From an optimization exercise on the open Yosys and OpenROAD flow, aimed at small area; shortcuts taken in it are not production practice.
In this exercise RTL edits were held to simulation tests only and were not proved equivalent to the original.
No activity file was given, so power comes from the tool's default toggle rates.

==> flow/design.v <==
`default_nettype none
package hdc_pkg;
  localparam int unsigned HV_DIM     = 128;
  localparam int unsigned IM_ADDR_W  = 10;
  localparam int unsigned SET_W      = 3;
  localparam int unsigned INDEX_W    = 7;
  localparam int unsigned SEED_W     = 32;
  localparam int unsigned NUM_SETS   = 8;
  localparam int unsigned BUND_CNT_W = 8;
  localparam logic [SEED_W-1:0] CIM_BASE_SEED = 32'd621635317;
  localparam logic [NUM_SETS*SEED_W-1:0] ORTHO_SEEDS = {
    32'd2535149661,
    32'd2525737372,
    32'd4032445525,
    32'd811160829,
    32'd2850820469,
    32'd3074702788,
    32'd2391206478,
    32'd1103779247
  };
endpackage
module hdc_nor2  (input wire a, input wire b, output wire y);                  assign y = ~(a | b);              endmodule
module hdc_and2  (input wire a, input wire b, output wire y);                  assign y = a & b;                 endmodule
module hdc_xor2  (input wire a, input wire b, output wire y);                  assign y = a ^ b;                 endmodule
module hdc_xnor2 (input wire a, input wire b, output wire y);                  assign y = ~(a ^ b);              endmodule
module hdc_o21ai (input wire a1, input wire a2, input wire b1, output wire y); assign y = ~((a1 | a2) & b1);     endmodule
module hdc_o21a  (input wire a1, input wire a2, input wire b1, output wire y); assign y = (a1 | a2) & b1;        endmodule
module hdc_a221o (input wire a1, input wire a2, input wire b1, input wire b2, input wire c1, output wire y);
  assign y = (a1 & a2) | (b1 & b2) | c1;
endmodule
module hdc_a22o  (input wire a1, input wire a2, input wire b1, input wire b2, output wire y);
  assign y = (a1 & a2) | (b1 & b2);
endmodule
module hdc_or3   (input wire a, input wire b, input wire c, output wire y);   assign y = a | b | c;             endmodule
module hdc_a21o  (input wire a1, input wire a2, input wire b1, output wire y); assign y = (a1 & a2) | b1;        endmodule
module hdc_mux2i (input wire a0, input wire a1, input wire s, output wire y);  assign y = ~(s ? a1 : a0);         endmodule
`default_nettype wire
`default_nettype none
module item_mem_port (
  input  logic        cim_i,
  input  logic [2:0]  set_i,
  input  logic [4:0]  rot_i,      
  output logic [31:0] nrot_o
);
  logic [31:0] seed;
  logic [4:0]  sel;
  logic [31:0] st [6];
  assign seed  = (cim_i ? hdc_pkg::CIM_BASE_SEED
                        : hdc_pkg::ORTHO_SEEDS[set_i*32 +: 32]);
  assign sel   = rot_i & {5{~cim_i}};
  assign st[0] = seed;
  for (genvar k = 0; k < 5; k++) begin : g_stage
    for (genvar j = 0; j < 32; j++) begin : g_bit
      hdc_mux2i u_mux (
        .a0 ( st[k][j]                   ),
        .a1 ( st[k][(j + 32 - (1 << k)) % 32] ),
        .s  ( sel[k]                     ),
        .y  ( st[k+1][j]                 )
      );
    end
  end
  assign nrot_o = st[5];
endmodule
`default_nettype wire
`default_nettype none
module hv_bundler (
  input  logic         clk_i,
  input  logic         arst_n_i,
  input  logic         valid_i,
  input  logic         last_i,
  input  logic [127:0] ue_i,       
  output logic         par_o,      
  output logic [127:0] qhv_o,
  output logic         qhv_valid_o
);
  logic start_q;
  logic par_q;
  logic qhv_valid_q;
  logic [127:0][7:0] x_q;
  logic [127:0][7:0] x_d;
  always_ff @(posedge clk_i or negedge arst_n_i) begin
    if (!arst_n_i) begin
      start_q     <= 1'b1;
      par_q       <= 1'b0;
      qhv_valid_q <= 1'b0;
    end else begin
      qhv_valid_q <= valid_i & last_i;
      if (valid_i) begin
        start_q <= last_i;
        par_q   <= ~par_o;
      end
    end
  end
  assign par_o = par_q & ~start_q;
  logic nvalid, nstart;
  assign nvalid = ~valid_i;
  assign nstart = ~start_q;
  for (genvar i = 0; i < 128; i++) begin : g_pos
    logic [7:0] u;
    logic [6:0] nm;
    logic       m7, t7;
    assign u[0] = ue_i[i];
    for (genvar k = 0; k < 7; k++) begin : g_bit
      hdc_nor2  u_nm (.a(x_q[i][k]), .b(start_q), .y(nm[k]));
      hdc_a21o  u_u  (.a1(valid_i), .a2(nm[k]), .b1(u[k]), .y(u[k+1]));
      hdc_xnor2 u_d  (.a(nm[k]), .b(u[k]), .y(x_d[i][k]));
    end
    hdc_nor2  u_t7 (.a(nvalid), .b(u[7]), .y(t7));
    hdc_and2  u_m7 (.a(x_q[i][7]), .b(nstart), .y(m7));
    hdc_xor2  u_d7 (.a(m7), .b(t7), .y(x_d[i][7]));
    assign qhv_o[i] = x_q[i][7];
  end
  always_ff @(posedge clk_i) begin
    x_q <= x_d;
  end
  assign qhv_valid_o = qhv_valid_q;
endmodule
`default_nettype wire
`default_nettype none
module hdc_encoder_top (
  input  logic              clk_i,
  input  logic              arst_n_i,
  input  logic              req_valid_i,
  input  logic              req_last_i,
  input  logic              req_cim_a_i,
  input  logic              req_cim_b_i,
  input  logic [9:0]        req_addr_a_i,
  input  logic [9:0]        req_addr_b_i,
  output logic [127:0]      qhv_o,
  output logic              qhv_valid_o
);
  logic       valid_q;
  logic       last_q;
  logic       cim_a_q, cim_b_q;
  logic [2:0] set_a_q, set_b_q;
  logic [4:0] rot_a_q, rot_b_q;
  logic [6:0] lo_q, hi_q;
  logic [6:0] flip_a, flip_b, lo_d, hi_d;
  assign flip_a = req_cim_a_i ? req_addr_a_i[9:3] : 7'd0;
  assign flip_b = req_cim_b_i ? req_addr_b_i[9:3] : 7'd0;
  assign lo_d   = (flip_a < flip_b) ? flip_a : flip_b;
  assign hi_d   = (flip_a < flip_b) ? flip_b : flip_a;
  always_ff @(posedge clk_i or negedge arst_n_i) begin
    if (!arst_n_i) begin
      valid_q <= 1'b0;
    end else begin
      valid_q <= req_valid_i;
    end
  end
  always_ff @(posedge clk_i) begin
    last_q  <= req_last_i;
    cim_a_q <= req_cim_a_i;
    cim_b_q <= req_cim_b_i;
    set_a_q <= req_addr_a_i[9:7];
    set_b_q <= req_addr_b_i[9:7];
    rot_a_q <= req_addr_a_i[4:0];
    rot_b_q <= req_addr_b_i[4:0];
    lo_q    <= lo_d;
    hi_q    <= hi_d;
  end
  logic         par, nvalid;
  logic [31:0]  nrot_a, nrot_b, per_x, per_p, per;
  logic [6:0]   lo, hi;
  assign nvalid = ~valid_q;
  item_mem_port u_im_a (.cim_i(cim_a_q), .set_i(set_a_q), .rot_i(rot_a_q), .nrot_o(nrot_a));
  item_mem_port u_im_b (.cim_i(cim_b_q), .set_i(set_b_q), .rot_i(rot_b_q), .nrot_o(nrot_b));
  for (genvar j = 0; j < 32; j++) begin : g_per
    hdc_xnor2 u_x (.a(nrot_a[j]), .b(nrot_b[j]), .y(per_x[j]));
    hdc_xor2  u_p (.a(per_x[j]), .b(par), .y(per_p[j]));
    hdc_and2  u_v (.a(valid_q), .b(per_p[j]), .y(per[j]));
  end
  assign lo = lo_q;
  assign hi = hi_q;
  logic [7:0]  grp_f, grp_a, grp_b;
  logic [15:0] ge_l, lt_l;
  logic        same;
  assign same = lo[6:4] == hi[6:4];
  always_comb begin
    for (int v = 0; v < 8; v++) begin
      grp_f[v] = valid_q & (v > lo[6:4]) & (v < hi[6:4]);
      grp_a[v] = valid_q & (v == lo[6:4]);
      grp_b[v] = valid_q & (v == hi[6:4]) & ~same;
    end
    for (int v = 0; v < 16; v++) begin
      lt_l[v] = v < hi[3:0];
      ge_l[v] = (v >= lo[3:0]) & (~same | lt_l[v]);
    end
  end
  logic [127:0] band, ue;
  for (genvar i = 0; i < 128; i++) begin : g_bind
    if (i / 16 == 0) begin : g_first
      hdc_and2  u_bd (.a(grp_a[0]), .b(ge_l[i%16]), .y(band[i]));
    end else if (i / 16 == 7) begin : g_last
      hdc_a22o  u_bd (.a1(grp_a[7]), .a2(ge_l[i%16]), .b1(grp_b[7]), .b2(lt_l[i%16]), .y(band[i]));
    end else begin : g_mid
      hdc_a221o u_bd (.a1(grp_a[i/16]), .a2(ge_l[i%16]), .b1(grp_b[i/16]), .b2(lt_l[i%16]),
                      .c1(grp_f[i/16]), .y(band[i]));
    end
    hdc_xor2  u_e  (.a(per[i % 32]), .b(band[i]), .y(ue[i]));
  end
  hv_bundler u_bundler (
    .clk_i       ( clk_i       ),
    .arst_n_i    ( arst_n_i    ),
    .valid_i     ( valid_q     ),
    .last_i      ( last_q      ),
    .ue_i        ( ue          ),
    .par_o       ( par         ),
    .qhv_o       ( qhv_o       ),
    .qhv_valid_o ( qhv_valid_o )
  );
endmodule
`default_nettype wire
Settings: LEC_CHECK=0, ABC_AREA=0, CAP_MARGIN=0, CORE_MARGIN=2, CORE_UTILIZATION=75, CTS_CLUSTER_DIAMETER=120, CTS_CLUSTER_SIZE=28, GPL_ROUTABILITY_DRIVEN=0, PLACE_DENSITY=0.85, SLEW_MARGIN=0, SYNTH_HIERARCHICAL=1; clock period 5.0 ns.
standard.sh (not shown) runs the stock make flow with config.mk's settings and CLKGATE_MAP_FILE= SYNTH_SCRIPT=/design/flow/synth_recipe.tcl, a recipe that flattens the netlist after the stock synthesis.
==> flow/flow/run.sh <==
#!/bin/bash
# Standard layout, with the port buffers made from the smallest buffer cell.
set -euo pipefail
bash standard.sh BUFFER_PORTS_ARGS="-buffer_cell sky130_fd_sc_hd__buf_1" finish > standard.log 2>&1
Next try:
--- a/flow/design.v
+++ b/flow/design.v
@@ -29,13 +29,12 @@
   assign y = (a1 & a2) | (b1 & b2) | c1;
 endmodule
 module hdc_a22o  (input wire a1, input wire a2, input wire b1, input wire b2, output wire y);
   assign y = (a1 & a2) | (b1 & b2);
 endmodule
 module hdc_or3   (input wire a, input wire b, input wire c, output wire y);   assign y = a | b | c;             endmodule
-module hdc_a21o  (input wire a1, input wire a2, input wire b1, output wire y); assign y = (a1 & a2) | b1;        endmodule
 module hdc_mux2i (input wire a0, input wire a1, input wire s, output wire y);  assign y = ~(s ? a1 : a0);         endmodule
 `default_nettype wire
 `default_nettype none
 module item_mem_port (
   input  logic        cim_i,
   input  logic [2:0]  set_i,
@@ -93,24 +92,32 @@
   end
   assign par_o = par_q & ~start_q;
   logic nvalid, nstart;
   assign nvalid = ~valid_i;
   assign nstart = ~start_q;
   for (genvar i = 0; i < 128; i++) begin : g_pos
-    logic [7:0] u;
-    logic [6:0] nm;
-    logic       m7, t7;
-    assign u[0] = ue_i[i];
+    logic [7:0] t;     
+    logic [6:0] nm, u;
+    logic       m7;
+    assign t[0] = 1'b0;   
     for (genvar k = 0; k < 7; k++) begin : g_bit
-      hdc_nor2  u_nm (.a(x_q[i][k]), .b(start_q), .y(nm[k]));
-      hdc_a21o  u_u  (.a1(valid_i), .a2(nm[k]), .b1(u[k]), .y(u[k+1]));
-      hdc_xnor2 u_d  (.a(nm[k]), .b(u[k]), .y(x_d[i][k]));
-    end
-    hdc_nor2  u_t7 (.a(nvalid), .b(u[7]), .y(t7));
+      hdc_nor2 u_nm (.a(x_q[i][k]), .b(start_q), .y(nm[k]));
+      if (k == 0) begin : g_first
+        assign u[0] = ue_i[i];
+        hdc_or3   u_t (.a(nvalid), .b(ue_i[i]), .c(nm[0]), .y(t[1]));
+      end else if (k % 2 == 0) begin : g_even
+        hdc_nor2  u_u (.a(nvalid), .b(t[k]), .y(u[k]));
+        hdc_o21ai u_t (.a1(x_q[i][k]), .a2(start_q), .b1(t[k]), .y(t[k+1]));
+      end else begin : g_odd
+        hdc_and2  u_u (.a(valid_i), .b(t[k]), .y(u[k]));
+        hdc_nor2  u_t (.a(t[k]), .b(nm[k]), .y(t[k+1]));
+      end
+      hdc_xnor2 u_d (.a(nm[k]), .b(u[k]), .y(x_d[i][k]));
+    end
     hdc_and2  u_m7 (.a(x_q[i][7]), .b(nstart), .y(m7));
-    hdc_xor2  u_d7 (.a(m7), .b(t7), .y(x_d[i][7]));
+    hdc_xnor2 u_d7 (.a(m7), .b(t[7]), .y(x_d[i][7]));
     assign qhv_o[i] = x_q[i][7];
   end
   always_ff @(posedge clk_i) begin
     x_q <= x_d;
   end
   assign qhv_valid_o = qhv_valid_q;
Result:
- combinational power drops by 31%
- clock skew goes down by 11 ps
- sequential share of layout area fell by 0.56 points
- fmax rises by 2.0%
- cell area rose by 1.4%
- setup slack gains 97 ps
- global-route usage went up by 0.94 points
- core utilization is lower by 0.43 points
- register-to-register slack improves by 97 ps

-- separate check: timing with driven ports --
How much do the figures lean on ideal ports? The routed layouts below were timed once more, with nothing changed but the port constraints. Step 1 assumes that a clkbuf_16 drives the clock port and a buf_2 every other input. Step 2 also shifts input and output timing later by t, the mid clock arrival at the registers, as if the neighbouring blocks saw the same clock. a / b / c = ideal / step 1 / step 2; a / b = the first two.
| run | shift t [ns] | slack for setup (ns) | hold WS [ns] |
|---|---|---|---|
| the first run | 0.681 | 0.110 / 0.110 / 0.110 | 0.231 / 0.191 / 0.489 |
| the second run | 0.683 | 0.207 / 0.207 / 0.207 | 0.184 / 0.140 / 0.488 |
After both steps setup and hold are still met in every run listed.
